What follows belongs to an exercise in optimizing a design on an open flow for small area; a production flow would make more cautious choices.
The RTL was checked by simulation tests, not by an equivalence proof against the original design.
No activity file was given, so power comes from the tool's default toggle rates.

### design/flow/config.mk
export PLATFORM = sky130hd
export DESIGN_NAME = int_pipe
export DESIGN_NICKNAME = int_pipe
export VERILOG_FILES = /design/flow/design.v
export SDC_FILE = /design/flow/constraint.sdc
export NUM_CORES = 4
export LEC_CHECK = 0
export CAP_MARGIN = 20
export CELL_PAD_IN_SITES_DETAIL_PLACEMENT = 1
export CELL_PAD_IN_SITES_GLOBAL_PLACEMENT = 1
export CORE_MARGIN = 2
export CORE_UTILIZATION = 40
export PLACE_DENSITY = 0.45
export SETUP_SLACK_MARGIN = 0.2
export SLEW_MARGIN = 20
### design/flow/constraint.sdc
create_clock -name core_clock -period 8.0 [get_ports {clk}]
set_input_delay 1.6000 -clock core_clock [delete_from_list [all_inputs] [get_ports {clk}]]
set_output_delay 1.6000 -clock core_clock [all_outputs]
set_load 0.01 [all_outputs]
### design/flow/design.v
`default_nettype none
package core_pkg;
	localparam int REG_ADDR_W = 5;
	localparam logic [REG_ADDR_W-1:0] ZERO_REG = 5'd31;
	localparam int NUM_REGS = 31;
	localparam int NUM_POS = 31;
	localparam int NUM_LD  = 16;
	localparam int IMM_W = 12;
	typedef enum logic [3:0] {
		op_nop  = 4'd0,
		op_add  = 4'd1,
		op_sub  = 4'd2,
		op_and  = 4'd3,
		op_orr  = 4'd4,
		op_eor  = 4'd5,
		op_addi = 4'd6,
		op_subi = 4'd7,
		op_andi = 4'd8
	} opcode_e;
	typedef struct packed {
		opcode_e               op;
		logic [REG_ADDR_W-1:0] rd;
		logic [REG_ADDR_W-1:0] rn;
		logic [REG_ADDR_W-1:0] rm;
		logic [IMM_W-1:0]      imm;
	} inst_t;
	typedef struct packed {
		logic                  wr;
		logic                  use_imm;
		logic                  sub;
		logic [1:0]            fn;
		logic [REG_ADDR_W-1:0] rd;
		logic [REG_ADDR_W-1:0] rn;
		logic [IMM_W-1:0]      b;
	} uop_t;
	localparam logic [1:0] FN_ADD = 2'd0;
	localparam logic [1:0] FN_AND = 2'd1;
	localparam logic [1:0] FN_ORR = 2'd2;
	localparam logic [1:0] FN_EOR = 2'd3;
endpackage
`default_nettype wire
`default_nettype none
module inst_decode (
	input  wire logic    issue,
	input  core_pkg::inst_t inst,
	output core_pkg::uop_t  uop
);
	logic valid_op;
	always_comb begin
		valid_op    = 1'b1;
		uop.use_imm = 1'b0;
		uop.sub     = 1'b0;
		uop.fn      = core_pkg::FN_ADD;
		case (inst.op)
			core_pkg::op_add:  ;
			core_pkg::op_sub:  uop.sub = 1'b1;
			core_pkg::op_and:  uop.fn  = core_pkg::FN_AND;
			core_pkg::op_orr:  uop.fn  = core_pkg::FN_ORR;
			core_pkg::op_eor:  uop.fn  = core_pkg::FN_EOR;
			core_pkg::op_addi: uop.use_imm = 1'b1;
			core_pkg::op_subi: begin
				uop.use_imm = 1'b1;
				uop.sub     = 1'b1;
			end
			core_pkg::op_andi: begin
				uop.use_imm = 1'b1;
				uop.fn      = core_pkg::FN_AND;
			end
			default: valid_op = 1'b0;
		endcase
		uop.wr = issue && valid_op && (inst.rd != core_pkg::ZERO_REG);
		uop.rd = inst.rd;
		uop.rn = inst.rn;
		uop.b  = uop.use_imm ? inst.imm : core_pkg::IMM_W'(inst.rm);
	end
endmodule
`default_nettype wire
`default_nettype none
module reg_file #(
	parameter int DATA_W = 64
) (
	input  wire logic                          clk,
	input  wire logic [core_pkg::NUM_POS-1:0]  ra_sel,
	input  wire logic                          ra_sel_r,
	input  wire logic                          ra_inv,
	input  wire logic [core_pkg::NUM_POS-1:0]  rb_sel,
	input  wire logic                          rb_sel_r,
	input  wire logic                          rb_inv,
	output logic      [DATA_W-1:0]             ra_data,
	output logic      [DATA_W-1:0]             rb_data,
	input  wire logic [core_pkg::NUM_LD-1:0]   wsel_d,
	input  wire logic [core_pkg::NUM_LD-1:0]   wsel_r,
	input  wire logic [core_pkg::NUM_LD-1:0]   wsel_h,
	input  wire logic [DATA_W-1:0]             wd,
	input  wire logic [DATA_W-1:0]             rd_r
);
	logic [core_pkg::NUM_POS-1:0][DATA_W-1:0] pos;
	for (genvar p = 0; p < core_pkg::NUM_POS; p++) begin : g_pos
		localparam int PREV = (p == 0) ? core_pkg::NUM_POS - 1 : p - 1;
		if ((p % 2) == 0) begin : g_ld
			localparam int J = p / 2;
			localparam bit INV = ((p / 2) % 2) == 0;
			logic [DATA_W-1:0] d_d;
			logic [DATA_W-1:0] d_r;
			if (INV) begin : g_inv
				assign d_d = wd;
				assign d_r = rd_r;
			end else begin : g_true
				assign d_d = ~wd;
				assign d_r = ~rd_r;
			end
			always_ff @(posedge clk) begin
				pos[p] <= ~(({DATA_W{wsel_d[J]}} & d_d) | ({DATA_W{wsel_r[J]}} & d_r) | ({DATA_W{wsel_h[J]}} & pos[PREV]));
			end
		end else begin : g_pass
			always_ff @(posedge clk) begin
				pos[p] <= pos[PREV];
			end
		end
	end
	logic [DATA_W-1:0] ra_t;
	logic [DATA_W-1:0] ra_i;
	logic [DATA_W-1:0] rb_t;
	logic [DATA_W-1:0] rb_i;
	always_comb begin
		ra_t = {DATA_W{ra_sel_r}} & rd_r;
		rb_t = {DATA_W{rb_sel_r}} & rd_r;
		ra_i = '0;
		rb_i = '0;
		for (int p = 0; p < core_pkg::NUM_POS; p++) begin
			if (((p / 2) % 2) == 0) begin
				ra_i = ra_i | ({DATA_W{ra_sel[p]}} & pos[p]);
				rb_i = rb_i | ({DATA_W{rb_sel[p]}} & pos[p]);
			end else begin
				ra_t = ra_t | ({DATA_W{ra_sel[p]}} & pos[p]);
				rb_t = rb_t | ({DATA_W{rb_sel[p]}} & pos[p]);
			end
		end
		ra_data = ra_t | ({DATA_W{ra_inv}} & ~ra_i);
		rb_data = rb_t | ({DATA_W{rb_inv}} & ~rb_i);
	end
endmodule
`default_nettype wire
`default_nettype none
module alu #(
	parameter int DATA_W = 64
) (
	input  wire logic              sub,
	input  wire logic [1:0]        fn,
	input  wire logic [DATA_W-1:0] a,
	input  wire logic [DATA_W-1:0] b,
	output logic      [DATA_W-1:0] y
);
	localparam int LEVELS = (DATA_W > 32) ? 6 : (DATA_W > 16) ? 5 : (DATA_W > 8) ? 4 : (DATA_W > 4) ? 3 : 2;
	logic              keep_c;
	logic              keep_p;
	logic              keep_g;
	logic [DATA_W-1:0] bx;
	logic [DATA_W-1:0] p;
	logic [DATA_W-1:0] g;
	logic [DATA_W-1:0] c;
	logic [DATA_W-1:0] pg_g [2*LEVELS];
	logic [DATA_W-1:0] pg_p [2*LEVELS];
	assign keep_c = (fn == core_pkg::FN_ADD);
	assign keep_p = (fn != core_pkg::FN_AND);
	assign keep_g = (fn == core_pkg::FN_AND) || (fn == core_pkg::FN_ORR);
	assign bx = b ^ {DATA_W{sub}};
	assign p  = a ^ bx;
	assign g  = a & bx;
	always_comb begin
		pg_g[0]    = g & {DATA_W{keep_c}};
		pg_p[0]    = p;
		pg_g[0][0] = pg_g[0][0] | (p[0] & sub);
		for (int l = 0; l < LEVELS; l++) begin
			pg_g[l+1] = pg_g[l];
			pg_p[l+1] = pg_p[l];
			for (int i = 0; i < DATA_W; i++) begin
				if (((i + 1) % (2 << l)) == 0) begin
					pg_g[l+1][i] = pg_g[l][i] | (pg_p[l][i] & pg_g[l][i-(1<<l)]);
					pg_p[l+1][i] = pg_p[l][i] & pg_p[l][i-(1<<l)];
				end
			end
		end
		for (int l = LEVELS - 2; l >= 0; l--) begin
			pg_g[2*LEVELS-1-l] = pg_g[2*LEVELS-2-l];
			pg_p[2*LEVELS-1-l] = pg_p[2*LEVELS-2-l];
			for (int i = 0; i < DATA_W; i++) begin
				if ((((i + 1) % (2 << l)) == (1 << l)) && (i >= (2 << l))) begin
					pg_g[2*LEVELS-1-l][i] = pg_g[2*LEVELS-2-l][i] | (pg_p[2*LEVELS-2-l][i] & pg_g[2*LEVELS-2-l][i-(1<<l)]);
					pg_p[2*LEVELS-1-l][i] = pg_p[2*LEVELS-2-l][i] & pg_p[2*LEVELS-2-l][i-(1<<l)];
				end
			end
		end
		c = {pg_g[2*LEVELS-1][DATA_W-2:0], sub};
	end
	assign y = ((p & {DATA_W{keep_p}}) ^ c) | (g & {DATA_W{keep_g}});
endmodule
`default_nettype wire
`default_nettype none
module int_pipe #(
	parameter int DATA_W = 64
) (
	input  wire logic                            clk,
	input  wire logic                            rst_n,
	input  wire logic                            issue,
	input  wire logic [30:0]                     inst,
	output logic                                 wb_valid,
	output logic      [core_pkg::REG_ADDR_W-1:0] wb_reg,
	output logic      [DATA_W-1:0]               wb_data
);
	localparam int NP = core_pkg::NUM_POS;
	localparam int NL = core_pkg::NUM_LD;
	localparam int AW = core_pkg::REG_ADDR_W;
	function automatic logic [4:0] add31(input logic [4:0] a, input logic [4:0] b);
		logic [5:0] s;
		s = {1'b0, a} + {1'b0, b};
		add31 = (s >= 6'd31) ? 5'(s - 6'd31) : s[4:0];
	endfunction
	core_pkg::inst_t inst_s;
	core_pkg::uop_t  dec_uop;
	core_pkg::uop_t  id_uop;
	logic [AW-1:0] ptr;
	logic [AW-1:0] ptr_1;
	logic [AW-1:0] ptr_2;
	logic          clr;
	logic          clear;
	logic [NL-1:0] ld_true;
	logic            ex_wr;
	logic            ex_sub;
	logic [1:0]      ex_fn;
	logic [AW-1:0]   ex_rd;
	logic [11:0]     ex_imm;
	logic            ex_late;
	logic [NL-1:0]   ex_late_sel;
	logic [NP-1:0]   ex_sel_a;
	logic            ex_sel_a_r;
	logic            ex_inv_a;
	logic [NP-1:0]   ex_sel_b;
	logic            ex_sel_b_r;
	logic            ex_inv_b;
	logic [NL-1:0]   wsel_d;
	logic [NL-1:0]   wsel_r;
	logic [NL-1:0]   wsel_h;
	logic [AW-1:0]   pos_a;
	logic [AW-1:0]   pos_b;
	logic [AW-1:0]   pos_w;
	logic [NP-1:0]   nx_sel_a;
	logic            nx_sel_a_r;
	logic [NP-1:0]   nx_sel_b;
	logic            nx_sel_b_r;
	logic [NL-1:0]   nx_wsel_d;
	logic [NL-1:0]   nx_wsel_r;
	logic [NL-1:0]   nx_late_sel;
	logic            nx_rb;
	logic [DATA_W-1:0] rf_a;
	logic [DATA_W-1:0] rf_b;
	logic [DATA_W-1:0] op_b;
	logic [DATA_W-1:0] alu_y;
	logic              wb_wr;
	logic [AW-1:0]     wb_rd;
	logic [DATA_W-1:0] wb_y;
	assign inst_s = inst;
	inst_decode u_decode (
		.issue (issue),
		.inst  (inst_s),
		.uop   (dec_uop)
	);
	assign ptr_1 = (ptr >= 5'd30) ? 5'd0 : ptr + 5'd1;
	assign ptr_2 = add31(ptr, 5'd2);
	assign clear = !rst_n || clr;
	for (genvar j = 0; j < NL; j++) begin : g_ld_true
		assign ld_true[j] = (j % 2) == 1;
	end
	assign pos_a = add31(ptr_1, id_uop.rn);
	assign pos_b = add31(ptr_1, id_uop.b[AW-1:0]);
	assign pos_w = add31(ptr_2, id_uop.rd);
	assign nx_rb = !id_uop.use_imm && (id_uop.b[AW-1:0] != core_pkg::ZERO_REG);
	assign nx_sel_a_r = ex_wr && ex_late && (ex_rd == id_uop.rn);
	assign nx_sel_b_r = ex_wr && ex_late && (ex_rd == id_uop.b[AW-1:0]) && !id_uop.use_imm;
	always_comb begin
		for (int p = 0; p < NP; p++) begin
			nx_sel_a[p] = (id_uop.rn != core_pkg::ZERO_REG) && !nx_sel_a_r && (pos_a == AW'(p));
			nx_sel_b[p] = nx_rb && !nx_sel_b_r && (pos_b == AW'(p));
		end
		for (int j = 0; j < NL; j++) begin
			nx_wsel_d[j]   = id_uop.wr && (pos_w == AW'(2 * j));
			nx_late_sel[j] = id_uop.wr && (j > 0) && (pos_w == AW'(2 * j - 1));
			nx_wsel_r[j]   = ex_late_sel[j] && !(id_uop.wr && (id_uop.rd == ex_rd));
		end
	end
	always_ff @(posedge clk) begin
		if (!rst_n) begin
			id_uop.wr <= 1'b0;
			ex_wr     <= 1'b0;
			ptr       <= '0;
		end else begin
			id_uop.wr <= dec_uop.wr;
			ex_wr     <= id_uop.wr;
			ptr       <= ptr_1;
		end
		clr <= !rst_n;
		id_uop.use_imm <= dec_uop.use_imm;
		id_uop.sub     <= dec_uop.sub;
		id_uop.fn      <= dec_uop.fn;
		id_uop.rd      <= dec_uop.rd;
		id_uop.rn      <= dec_uop.rn;
		id_uop.b       <= dec_uop.b;
		ex_sub      <= id_uop.sub;
		ex_fn       <= id_uop.fn;
		ex_rd       <= id_uop.rd;
		ex_imm      <= id_uop.use_imm ? id_uop.b : '0;
		ex_late     <= pos_w[0];
		ex_late_sel <= rst_n ? nx_late_sel : '0;
		ex_sel_a   <= nx_sel_a;
		ex_sel_a_r <= nx_sel_a_r;
		ex_sel_b   <= nx_sel_b;
		ex_sel_b_r <= nx_sel_b_r;
		ex_inv_a   <= (id_uop.rn != core_pkg::ZERO_REG) && !nx_sel_a_r && !pos_a[1];
		ex_inv_b   <= nx_rb && !nx_sel_b_r && !pos_b[1];
		if (clear) begin
			wsel_d <= '0;
			wsel_r <= ld_true;
			wsel_h <= '0;
		end else begin
			wsel_d <= nx_wsel_d;
			wsel_r <= nx_wsel_r;
			wsel_h <= ~(nx_wsel_d | nx_wsel_r);
		end
	end
	reg_file #(
		.DATA_W (DATA_W)
	) u_reg_file (
		.clk      (clk),
		.ra_sel   (ex_sel_a),
		.ra_sel_r (ex_sel_a_r),
		.ra_inv   (ex_inv_a),
		.rb_sel   (ex_sel_b),
		.rb_sel_r (ex_sel_b_r),
		.rb_inv   (ex_inv_b),
		.ra_data  (rf_a),
		.rb_data  (rf_b),
		.wsel_d   (wsel_d),
		.wsel_r   (wsel_r),
		.wsel_h   (wsel_h),
		.wd       (alu_y),
		.rd_r     (wb_y)
	);
	assign op_b = rf_b | DATA_W'(ex_imm);
	alu #(
		.DATA_W (DATA_W)
	) u_alu (
		.sub (ex_sub),
		.fn  (ex_fn),
		.a   (rf_a),
		.b   (op_b),
		.y   (alu_y)
	);
	always_ff @(posedge clk) begin
		if (!rst_n) begin
			wb_wr <= 1'b0;
		end else begin
			wb_wr <= ex_wr;
		end
		wb_rd <= ex_rd;
		wb_y  <= clear ? '0 : alu_y;
	end
	assign wb_valid = wb_wr;
	assign wb_reg   = wb_rd;
	assign wb_data  = wb_y;
endmodule
`default_nettype wire
### design/flow/flow/run.sh
#!/bin/bash
# Layout flow: the standard flow, except that the synthesis maps the
# logic with ABC's area recovery (flow/abc_area_rec.script) instead of
# ORFS's delay-oriented script, and the clock tree uses larger clusters. Registers are mapped before ABC runs, so
# they are the standard synthesis's. Each tool's output goes to the ORFS
# logs under orfs/logs; make's own output goes to flow_make.log here.
set -euo pipefail
HERE=$(pwd)

# ORFS synth.tcl, with the ABC script replaced
sed '/source \$::env(SCRIPTS_DIR)\/synth_preamble.tcl/a set abc_args [lreplace $abc_args 1 1 '"$HERE"'/flow/abc_area_rec.script]' \
	"$FLOW_HOME/scripts/synth.tcl" > my_synth.tcl
grep -q "abc_area_rec.script" my_synth.tcl

# The standard flow's synthesis wrapper, sourcing the script above
sed "s#source \$::env(SCRIPTS_DIR)/synth.tcl#source $HERE/my_synth.tcl#" synth_recipe.tcl > my_synth_recipe.tcl
grep -q "my_synth.tcl" my_synth_recipe.tcl

# The standard layout, with the synthesis wrapper above
sed "s#SYNTH_SCRIPT=[^ ]*#SYNTH_SCRIPT=$HERE/my_synth_recipe.tcl#" standard.sh > my_standard.sh
grep -q "my_synth_recipe.tcl" my_standard.sh

export CTS_ARGS="-sink_clustering_enable -repair_clock_nets -sink_clustering_size 20 -sink_clustering_max_diameter 60 -dont_use_dummy_load"

bash my_standard.sh "$@" > flow_make.log 2>&1
### design/flow/flow/abc_area_rec.script
strash
&get -n
&st
&dch
&nf -R 1000
&put
topo
### design/flow/standard.sh
#!/bin/bash
# synth_recipe.tcl (not shown) runs the flow's synth.tcl, then flattens the netlist and writes it again
# the make line also repeats each setting of config.mk as NAME=value (left out here)
make -C /OpenROAD-flow-scripts/flow DESIGN_CONFIG=/design/flow/config.mk WORK_HOME=/design/flow/orfs CLKGATE_MAP_FILE= SYNTH_SCRIPT=/design/flow/synth_recipe.tcl "${@:-finish}"
==> results.cfg <==
[status]
status = timing/DRC/antenna clean

[logic_synthesis]
syn_inst = 7123
synth_nets = 7249
ys_types = 42
synth_top_cell_area_share = 0.553
synth_edf_count = 0
netlist_area_mm2 = 0.0810
yosysWarnings = 6
synth_seq_area_share = 0.553
synth_top_family_by_area = compound AO/OA/AOI/OAI gates
ys.flop_type = dfxtp_1
synth_compound_area_frac = 0.310
synth_adder_area_share = 0.0145
yosysTopAreaCell = dfxtp_1
synth_mux_area_frac = 0.00122
synth-simple-area-share = 0.0996
async_reset_ff_frac = 0
synthTopCellsByArea = dfxtp_1 (55%), a222oi_1 (23%), a22oi_1 (4.3%)
ys_seq_elements = 2237
synthXorXnorAreaFrac = 0.0159
synth_area_per_cell_um2 = 11.4

[critical_path]
critical_path_arrival_ns = 8.47
critical_path.endpoint_type = register
r2r_cells = 23
cp_num_cells = 23
crit_buf_inv = 2
worstReg2RegStart = ex_sel_a[18]$_DFF_P_
slowest_stage = o21ai_0
critPathKind = reg2reg
cp_top_family = compound AO/OA/AOI/OAI gates
crit_top_cell = o21ai_0
crit_start = ex_sel_a[18]$_DFF_P_
start_kind = register
critical_path.max_fanout = 26
worstPathRequired_ns = 8.77
r2r_end = u_reg_file.pos[1599]$_DFF_P_
max_stage_delay_ns = 0.80
crit_path_end = u_reg_file.pos[1599]$_DFF_P_
ff2ff_setup_slack_ns = 0.29
path_cells = buf_4 > a222oi_1 > nand2_1 > nor2_1 > o21ai_0 > ha_1 > a21oi_1 > o21ai_0 > a22o_1 > a31oi_2 > or4_1 > o211ai_1 > and3_1 > a211o_1 > a221oi_2 > o32ai_2 > nand3_1 > o21ai_0 > buf_4 > a22o_1 > xnor2_1 > nand2_1 > a222oi_1

[die]
initial_core_util = 0.402
dieArea_mm2 = 0.206
fp.coreArea_mm2 = 0.202
die_x_um = 454
num_io_pins = 104
die_h_um = 454
rows = 165

[clock_network]
clkTransAtPathRegs_ns = 0.08
worstSkewPairLatency_ns = 0.89
cts_sinks = 2237
ctsRootBufferMaster = clkbuf_16
cts_tree = built
htreeDepth = 4
cts_buffers = 178
clockBufferDepth = 3
cts_setup_buffers = 0

[min_path]
min_path_type = reg2reg

[route]
drt-total-wl_mm = 561
wire_per_inst_um = 53.9
drc = 0
vias = 91034
route.antenna.remaining_nets = 0
drtIter0Drc = 28518
first_pass_iters = 15
via_per_inst = 8.75

[pwr]
p_seq_frac = 0.354
comb_power_share = 0.451
p_leak_nw = 33.0
intPower_w = 0.0217
swShare = 0.477
ir_drop_mv = 0.304
power_frac_clock = 0.195
power.density_mw_per_mm2 = 448
switchingPower_w = 0.0198

[layout]
fin_util = 0.460
final_cell_mix = dfxtp_1 (2,123), a222oi_1 (1,841), nand2_1 (697), a22oi_1 (464), buf_4 (264)
nNetsFinal = 7815
area_growth_pct = 14.6
drive_above_1_share = 0.0764
final_common_cell = dfxtp_1
design_area_mm2 = 0.0928

[timing]
finalCritPeriodShare = 0.963
finalSetupViolations = 0
drv_slew = 0
rsz0062_at_grt = no
setup_tns_ns = 0
worst_pin_slew_ns = 1.38
hold_viol = 0
relSlewSlack = 0.0775
fmaxAchievable_ghz = 0.130
fin_crit_ns = 7.71
fin_worst_skew_ns = 0.0632

[global_routing]
overflow = 0
grt_max_degree = 55
antenna_found_initial = 39
track_usage = 0.522
grt_pass1_wl_mm = 747
first_global_vias = 88203

[flow_run]
drv_cap = 0

[place]
dp_hpwl_mm = 318
place_area_mm2 = 0.0882
gp_congestion = 0.969
port_buffers = 103
==> worst reg2reg max path, stage by stage, from the launching register on <==
cell	delay, ns
dfxtp_4	0.61
buf_4	0.75
a222oi_1	0.33
nand2_1	0.13
nor2_1	0.05
o21ai_0	0.11
ha_1	0.26
a21oi_1	0.07
o21ai_0	0.81
a22o_1	0.47
a31oi_2	0.31
or4_1	0.59
o211ai_1	0.41
and3_1	0.28
a211o_1	0.16
a221oi_2	0.12
o32ai_2	0.62
nand3_1	0.14
o21ai_0	0.21
buf_4	0.22
a22o_1	0.21
xnor2_1	0.16
nand2_1	0.26
a222oi_1	0.32
==> per-layer routing <==
metal | global-route usage | routed length, um | share of wire
met5 | 0.00956 | 668 | 0.0012
met4 | 0.399 | 51700 | 0.092
met3 | 0.228 | 91700 | 0.16
met2 | 0.733 | 225000 | 0.40
met1 | 0.621 | 191000 | 0.34
==> timing repair <==
| action | in CTS | in global routing |
|---|---|---|
| setup endpoints to repair | 7 | 31 |
| resized for setup | 5 | 3 |
| hold buffers | 0 | 0 |
==> cells by family (layout without fill, tap and decap cells) <==
| logic type | count (synthesis) | count (layout) |
|---|---|---|
| buffers and inverters | 126 | 690 |
| other | 0 | 42 |
| adder cells (fa/ha/maj) | 92 | 92 |
| XOR/XNOR | 147 | 147 |
| flip-flops | 2237 | 2237 |
| AND/OR/NAND/NOR | 1736 | 1736 |
| AO/OA/AOI/OAI | 2776 | 2776 |
| multiplexers | 9 | 9 |
==> synthesized netlist by cell type, types with 3 or more instances <==
library cell / n
nand4_1: 254
or3_1: 24
a222oi_1: 1841
a22o_1: 50
nor2b_1: 44
a22oi_1: 464
fa_1: 3
a211o_1: 26
nand2b_1: 7
a221oi_1: 112
xor2_1: 56
xnor2_1: 91
a221o_1: 3
nand3_1: 221
nor3_1: 107
and3_1: 37
nand2_1: 697
and2_0: 55
ha_1: 89
clkinv_1: 126
or2_0: 17
a31oi_1: 3
and4_1: 7
a21o_1: 17
a211oi_1: 29
mux2_1: 7
a21oi_1: 112
nor2_1: 261
dfxtp_1: 2237
o21ai_0: 105
o22ai_1: 4
==> metrics by stage <==
stage / hold slack, ns / std cells / power [W] / setup slack [ns]
floorplan: 0.310 / 7123 / 0.0239 / 1.11
global placement: 0.312 / 10177 / 0.0322 / 0.195
detailed placement: 0.313 / 10179 / 0.0322 / 0.147
CTS: 0.329 / 10357 / 0.0401 / 0.252
global route: 0.331 / 10362 / 0.0422 / 0.318
finish: 0.327 / 10401 / 0.0416 / 0.293
==> layout make-up <==
cell class | instances | area (um^2)
diodes | 42 | 105
repair buffers | 386 | 3400
flip-flops and latches | 2237 | 45200
well taps | 2672 | 3340
multi-input cells | 4760 | 35900
inverters | 126 | 473
clock buffers | 178 | 4450
fillers | 21324 | 109000
==> worst min path at each step <==
stage,endpoint,cells past startpoint,start
floorplan,ex_fn[0]$_DFF_P_,0,id_uop[22]$_DFF_P_
global placement,ex_sub$_DFF_P_,0,id_uop[24]$_SDFF_PP0_
detailed placement,ex_sub$_DFF_P_,0,id_uop[24]$_SDFF_PP0_
CTS,ex_sub$_DFF_P_,0,id_uop[24]$_SDFF_PP0_
global route,u_reg_file.pos[236]$_DFF_P_,0,u_reg_file.pos[172]$_DFF_P_
finish,ex_sub$_DFF_P_,0,id_uop[24]$_SDFF_PP0_
==> power groups by stage <==
stage | Clock [W] | Combinational (W) | Sequential (W)
final | 0.00812 | 0.0188 | 0.0147
after global routing | 0.00847 | 0.0190 | 0.0147
after CTS | 0.00803 | 0.0176 | 0.0145
after detailed placement | 0 | 0.0175 | 0.0147
after global placement | 0 | 0.0175 | 0.0147
after floorplan | 0 | 0.00973 | 0.0141
==> state kept, by name, summed over array words and instances (netlist names), 12 cells and up <==
register        cells
wsel_r             15
wsel_d             16
u_reg_file.pos   1984
ex_imm             12
wb_y               64
wsel_h             16
ex_late_sel        15
ex_sel_a           31
ex_sel_b           31
id_uop             27

static timing again, ports no longer ideal:
The results above use ideal ports. As a check the final layout listed here was re-extracted and re-timed, cells and wires unchanged. Step 1 (the two cells are an assumption about what drives the block):
set clk [get_ports {clk}]
set_driving_cell -lib_cell sky130_fd_sc_hd__clkbuf_16 $clk
set_driving_cell -lib_cell sky130_fd_sc_hd__buf_2 [delete_from_list [all_inputs] $clk]
Step 2 times the ports against the registers' clock, not the clock port: input delays grow and output delays shrink by t, the midpoint of the rising clock arrivals with the driver on. Three values: no drivers, after step 1, after step 2; two values: the first two.
t, ns: 0.957
setup slack, ns: 0.293 / 0.293 / 0.293
worst setup path at the end: register to register
After both steps setup and hold are still met in this run. For this run, drivers alone change the setup slack by 0.000 ns; drivers and shift together by 0.000 ns.
